Source: an optimization exercise on an open RTL-to-GDS flow (aim: small area, a short achievable clock period and few clock cycles per item). Production flows keep margins and buffers that such runs may drop. In this exercise RTL edits were held to simulation tests only and were not proved equivalent to the original. Power is estimated from default activity; no workload was simulated. The flow treats the clock pin as an ideal source, which a real chip does not have.

## bus_uart_bridge_fifo_core
module bus_uart_bridge_fifo_core #(
    parameter int RING_DEPTH = 256
) (
    input  wire logic        clk,
    input  wire logic        rst_n,
    input  wire logic        s_tvalid,
    output logic             s_tready,
    input  wire logic [7:0]  s_tdata,    
    input  wire logic [2:0]  s_tuser,    
    output logic             m_tvalid,
    input  wire logic        m_tready,
    output logic [bubf_pkg::OUT_W-1:0] m_tdata
);
    logic       in_v, sk_v;
    logic [2:0] sk_f;
    logic [7:0] in_d, sk_d;
    logic       rx_rd, rx_st, tx_rd, rx_wr, tx_wr, ovf, in_cmd, in_rel;
    logic       out_valid;
    logic [7:0] out_bus_data, out_tx_byte;
    logic       out_bus_drive, out_wait_release, out_tx_valid, out_overflow;
    logic [bubf_pkg::DIV_W-1:0] divisor_x;
    logic [3:0] ph;
    logic       adv, acc, ld_in;
    logic       rx_push, rx_pop, tx_push, tx_pop;
    logic       rx_nempty_n, rx_full_n, tx_nempty_n, tx_full_n;
    logic [7:0] rx_dout, tx_dout;
    logic       sk_v_o;
    assign s_tready = !sk_v_o;
    assign acc      = s_tvalid && !sk_v;
    assign adv      = !out_valid || m_tready;
    assign ld_in    = !in_v || adv;
    assign rx_pop  = adv && rx_rd;
    assign rx_push = adv && rx_wr;
    assign tx_pop  = adv && tx_rd;
    assign tx_push = adv && tx_wr;
    bubf_ring_ram u_rx_ram (
        .clk      (clk),
        .rst_n    (rst_n),
        .ph       (ph),
  ...
Size: roughly 6900 cells after synthesis, about 4900 flip-flops, roughly 57 I/O pins, about 120000 sq um of cells after synthesis.
clock: 4.8 ns
lec_check: 0
cap_margin: 20
core_margin: 2
core_utilization: 60
gpl_routability_driven: 0
place_density: 0.7
setup_slack_margin: 2.4
slew_margin: 20
standard.sh (not shown) runs the stock make flow with config.mk's settings and CLKGATE_MAP_FILE= SYNTH_SCRIPT=/design/flow/synth_recipe.tcl, a recipe that flattens the netlist after the stock synthesis.
==> flow/flow/run.sh <==
#!/bin/bash
# Standard layout, with clock tree synthesis told to build larger sink
# clusters and to add no dummy loads, and the port buffers made buf_4.
set -euo pipefail
export CTS_ARGS="-sink_clustering_enable -repair_clock_nets -dont_use_dummy_load -sink_clustering_size 30 -sink_clustering_max_diameter 60"
export BUFFER_PORTS_ARGS="-buffer_cell sky130_fd_sc_hd__buf_4"
bash standard.sh finish > standard_flow.log 2>&1
Testbench counts at the start, summed over its fixed seeds: cycles 48,016, items 48,000.
Next try:
==> flow/flow/run.sh (replaced) <==
#!/bin/bash
# Standard layout, with clock tree synthesis told to build larger sink
# clusters and to add no dummy loads.
set -euo pipefail
export CTS_ARGS="-sink_clustering_enable -repair_clock_nets -dont_use_dummy_load -sink_clustering_size 30 -sink_clustering_max_diameter 60"
bash standard.sh finish > standard_flow.log 2>&1
--- a/flow/config.mk
+++ b/flow/config.mk
@@ -9,6 +9,5 @@
 export CORE_MARGIN = 2
 export CORE_UTILIZATION = 60
-export GPL_ROUTABILITY_DRIVEN = 0
 export PLACE_DENSITY = 0.7
-export SETUP_SLACK_MARGIN = 2.4
+export SETUP_SLACK_MARGIN = 2.3
 export SLEW_MARGIN = 20
=> Wire length rose by about 4.5%. Final cell count is about the same. Die area does not change.
Next try:
==> flow/flow/run.sh (replaced) <==
#!/bin/bash
# Standard layout, with clock tree synthesis told to build larger sink
# clusters and to add no dummy loads, and the port buffers made buf_4.
set -euo pipefail
export CTS_ARGS="-sink_clustering_enable -repair_clock_nets -dont_use_dummy_load -sink_clustering_size 30 -sink_clustering_max_diameter 60"
export BUFFER_PORTS_ARGS="-buffer_cell sky130_fd_sc_hd__buf_4"
bash standard.sh finish > standard_flow.log 2>&1
--- a/flow/config.mk
+++ b/flow/config.mk
@@ -6,8 +6,9 @@
 export NUM_CORES = 4
 export LEC_CHECK = 0
+export ABC_CLOCK_PERIOD_IN_PS = 2200
 export CAP_MARGIN = 20
 export CORE_MARGIN = 2
 export CORE_UTILIZATION = 60
 export PLACE_DENSITY = 0.7
-export SETUP_SLACK_MARGIN = 2.3
+export SETUP_SLACK_MARGIN = 2.4
 export SLEW_MARGIN = 20
The changed run finished clean.
Sequential cell count stays the same.
Power barely changes.
Area after synthesis does not change.
Setup slack is better by 0.12 ns.
Design area stays flat.
Count of clock-buffer cells in the layout climbs by 2.
Wire length climbs by 0.83%.
Next try:
==> flow/flow/run.sh (replaced) <==
#!/bin/bash
# Standard layout, with clock tree synthesis told to build larger sink
# clusters and to add no dummy loads.
set -euo pipefail
export CTS_ARGS="-sink_clustering_enable -repair_clock_nets -dont_use_dummy_load -sink_clustering_size 30 -sink_clustering_max_diameter 60"
bash standard.sh finish > standard_flow.log 2>&1
Outcome: The new run went through all stages and came out clean; non-clock buffer count goes up by 26; cell area barely changes; routed wire length stays flat; die area is unchanged; core utilization goes up by 0.16 points; worst setup slack degrades by 0.017 ns.


## pine
Another version of the RTL of bus_uart_bridge_fifo_core (not shown whole).
Size: about 6900 cells after synthesis, roughly 57 I/O pins, ~120000 sq um of cells after synthesis.
export LEC_CHECK = 0
export CAP_MARGIN = 20
export CORE_MARGIN = 2
export CORE_UTILIZATION = 60
export PLACE_DENSITY = 0.7
export SETUP_SLACK_MARGIN = 2.3
export SLEW_MARGIN = 20
create_clock -name core_clock -period 4.8 [get_ports {clk}]
==> flow/flow/run.sh <==
#!/bin/bash
# Standard layout, with clock tree synthesis told to build larger sink
# clusters and to add no dummy loads.
set -euo pipefail
export CTS_ARGS="-sink_clustering_enable -repair_clock_nets -dont_use_dummy_load -sink_clustering_size 30 -sink_clustering_max_diameter 60"
bash standard.sh finish > standard_flow.log 2>&1
Testbench counts of pine, summed over its fixed seeds: cycles 48,016, items 48,000.
diff inputs: pine => maple
Settings: ABC_CLOCK_PERIOD_IN_PS newly set to 2200; SETUP_SLACK_MARGIN changed from 2.3 to 2.4.
Results
- Last weighted congestion value of the routability-driven placer grows slightly when moving from pine to maple.
- From pine to maple the numbers moved as follows: non-clock buffer count moved up, final sequential cell count was more or less identical, delay of the slowest critical-path stage now sits higher, number of synthesized register bits flat.
- maple against pine; post-layout instance area is up slightly.
- In terms of detailed placement HPWL, pine and maple differ only marginally.
- Going from pine to maple, wire length has increased; first-iteration DRC count has increased; power has increased.


bus_uart_bridge_fifo_core, a different RTL version from the one above (not shown whole).
Size in the first run: about 4600 flip-flops, roughly 110000 um^2 of cells after synthesis.
export LEC_CHECK = 0
export ABC_CLOCK_PERIOD_IN_PS = 2200
export CAP_MARGIN = 20
export CORE_MARGIN = 2
export CORE_UTILIZATION = 60
export PLACE_DENSITY = 0.7
export SETUP_SLACK_MARGIN = 2.5
export SLEW_MARGIN = 20
create_clock -name core_clock -period 4.8 [get_ports {clk}]
==> flow/flow/run.sh <==
#!/bin/bash
# Standard layout, with clock tree synthesis told to build larger sink
# clusters and to add no dummy loads, and the port buffers made buf_4.
set -euo pipefail
export CTS_ARGS="-sink_clustering_enable -repair_clock_nets -dont_use_dummy_load -sink_clustering_size 30 -sink_clustering_max_diameter 60"
export BUFFER_PORTS_ARGS="-buffer_cell sky130_fd_sc_hd__buf_4"
bash standard.sh finish > standard_flow.log 2>&1
The first run finished with timing, DRC and antenna clean.
Testbench counts at the start, summed over its fixed seeds: cycles 48,016, items 48,000.
Change:
- ABC_CLOCK_PERIOD_IN_PS: 2200 -> default
- CORE_UTILIZATION: 60 -> 52
- PLACE_DENSITY: 0.7 -> 0.62
- SETUP_SLACK_MARGIN: 2.5 -> 2.4
Utilization falls by 8.5 points.
Setup slack stays flat.
Final area rises by 0.43%.
Global-route usage falls by 2.8 points.
Change:
==> flow/flow/run.sh (replaced) <==
#!/bin/bash
# Standard layout, with clock tree synthesis told to build larger sink
# clusters and to add no dummy loads, and the port buffers made buf_4.
set -euo pipefail
export CTS_ARGS="-sink_clustering_enable -repair_clock_nets -dont_use_dummy_load -sink_clustering_size 34 -sink_clustering_max_diameter 60"
export BUFFER_PORTS_ARGS="-buffer_cell sky130_fd_sc_hd__buf_4"
bash standard.sh finish > standard_flow.log 2>&1
- ABC_CLOCK_PERIOD_IN_PS: default -> 2200
- CORE_UTILIZATION: 52 -> 60
- PLACE_DENSITY: 0.62 -> 0.7
Outcome: Clock skew hardly moves; sequential share of layout area came out higher by 0.59 points; setup slack degrades by 0.0038 ns; routed wire length hardly moves; critical path depth stays the same; design area came out lower by 0.76%; clock power came out lower by about 4%.
Change:
==> flow/flow/run.sh (replaced) <==
#!/bin/bash
# Standard layout, with clock tree synthesis told to build larger sink
# clusters and to add no dummy loads, and the port buffers made buf_4.
set -euo pipefail
export CTS_ARGS="-sink_clustering_enable -repair_clock_nets -dont_use_dummy_load -sink_clustering_size 30 -sink_clustering_max_diameter 60"
export BUFFER_PORTS_ARGS="-buffer_cell sky130_fd_sc_hd__buf_4"
bash standard.sh finish > standard_flow.log 2>&1
What happened:
- power climbs by about 0.7%
- setup slack gets better by 0.029 ns
- combinational power barely changes
- clock power climbs by about 3%


trial 13:
bus_uart_bridge_fifo_core, a different RTL version from the one above (not shown whole).
Size: roughly 6700 cells after synthesis, roughly 4800 flip-flops, roughly 57 I/O pins, roughly 0.12 mm^2 of cells after synthesis.
==> flow/design.v (excerpt) <==
module bus_uart_bridge_fifo_core #(
    parameter int RING_DEPTH = 256
) (
    input  wire logic        clk,
    input  wire logic        rst_n,
    input  wire logic        s_tvalid,
    output logic             s_tready,
    input  wire logic [7:0]  s_tdata,    
    input  wire logic [2:0]  s_tuser,    
    output logic             m_tvalid,
    input  wire logic        m_tready,
    output logic [bubf_pkg::OUT_W-1:0] m_tdata
);
export LEC_CHECK = 0
export CAP_MARGIN = 20
export CORE_MARGIN = 2
export CORE_UTILIZATION = 45
export PLACE_DENSITY = 0.6
export SLEW_MARGIN = 20
create_clock -name core_clock -period 4.8 [get_ports {clk}]
run.sh (not shown) runs the stock make flow with config.mk's settings and CLKGATE_MAP_FILE= SYNTH_SCRIPT=/design/flow/synth_recipe.tcl, a recipe that flattens the netlist after the stock synthesis.
Stock flow here: none of the scripts above is used.
Testbench counts of trial 13, summed over its fixed seeds: cycles 48,016, items 48,000.
> inputs changed (trial 13 -> build 98)
- SETUP_SLACK_MARGIN now 2.2, previously not set
- ABC_CLOCK_PERIOD_IN_PS now 2500, previously not set
==> notes.md <==
Taking trial 13 as 1.0, build 98 lands at 1.06 on total chip power.
Of build 98 and trial 13, it is build 98 that has the higher design area.
Trial 13 -> build 98: non-clock buffer count increased by more than 100%
Non-clock buffer share of cell area ends up lower on trial 13.
Sort trial 13 and build 98 by leakage dissipation, descending, and build 98 comes first.
Compared with trial 13, build 98 degrades first-pass GRT wire length.
Average wire length per cell after detail routing: build 98 vs trial 13 up about 6%
In the tables for trial 13 and build 98, wire length on met2 reads higher with build 98.
Compared with trial 13, build 98 shows a higher layout overhead on the synthesized area.
Build 98 gives more worst setup slack than trial 13 did.

## separate check: timing with driven ports
Ports are ideal in the flow. The routed layouts listed here were re-timed in OpenROAD. Step 1, drivers: a clkbuf_16 drives clk and a buf_2 each remaining input, both assumed. Step 2, shift: input delay + t, output delay - t, t = (earliest + latest rising clock arrival at the registers) / 2. This alone moves slack from input paths to output paths. Three values: ideal ports, drivers, drivers and shift; two values: the first two.
run	t (ns)	slack for setup (ns)	clock arrival spread, ns	worst register clock-pin slew, ns
the first run of note 1	0.904	2.333 / 2.267 / 1.773	0.125 / 0.125	0.11 / 0.11
the second run of note 1	0.916	2.212 / 2.152 / 1.303	0.089 / 0.090	0.11 / 0.11
the third run of note 1	0.914	2.332 / 2.244 / 1.678	0.086 / 0.086	0.11 / 0.11
the fourth run of note 1	0.912	2.315 / 2.225 / 1.432	0.083 / 0.083	0.11 / 0.11
pine	0.901	2.256 / 2.256 / 1.448	0.100 / 0.100	0.11 / 0.11
maple	0.908	2.322 / 2.304 / 1.720	0.093 / 0.093	0.11 / 0.11
the first run of note 3	0.881	2.355 / 2.271 / 1.889	0.116 / 0.116	0.11 / 0.11
the second run of note 3	0.895	2.354 / 2.268 / 1.745	0.102 / 0.102	0.11 / 0.11
the third run of note 3	0.912	2.350 / 2.264 / 1.802	0.102 / 0.102	0.12 / 0.12
the fourth run of note 3	0.899	2.380 / 2.293 / 1.788	0.111 / 0.111	0.11 / 0.11
trial 13	0.978	0.794 / 0.794 / 0.374	0.071 / 0.071	0.07 / 0.07
build 98	0.976	1.816 / 1.816 / 1.167	0.080 / 0.081	0.07 / 0.07
After both steps setup and hold are still met in every run listed. For the second run of note 1, which loses most, drivers alone change the setup slack by -0.060 ns; drivers and shift together by -0.909 ns.
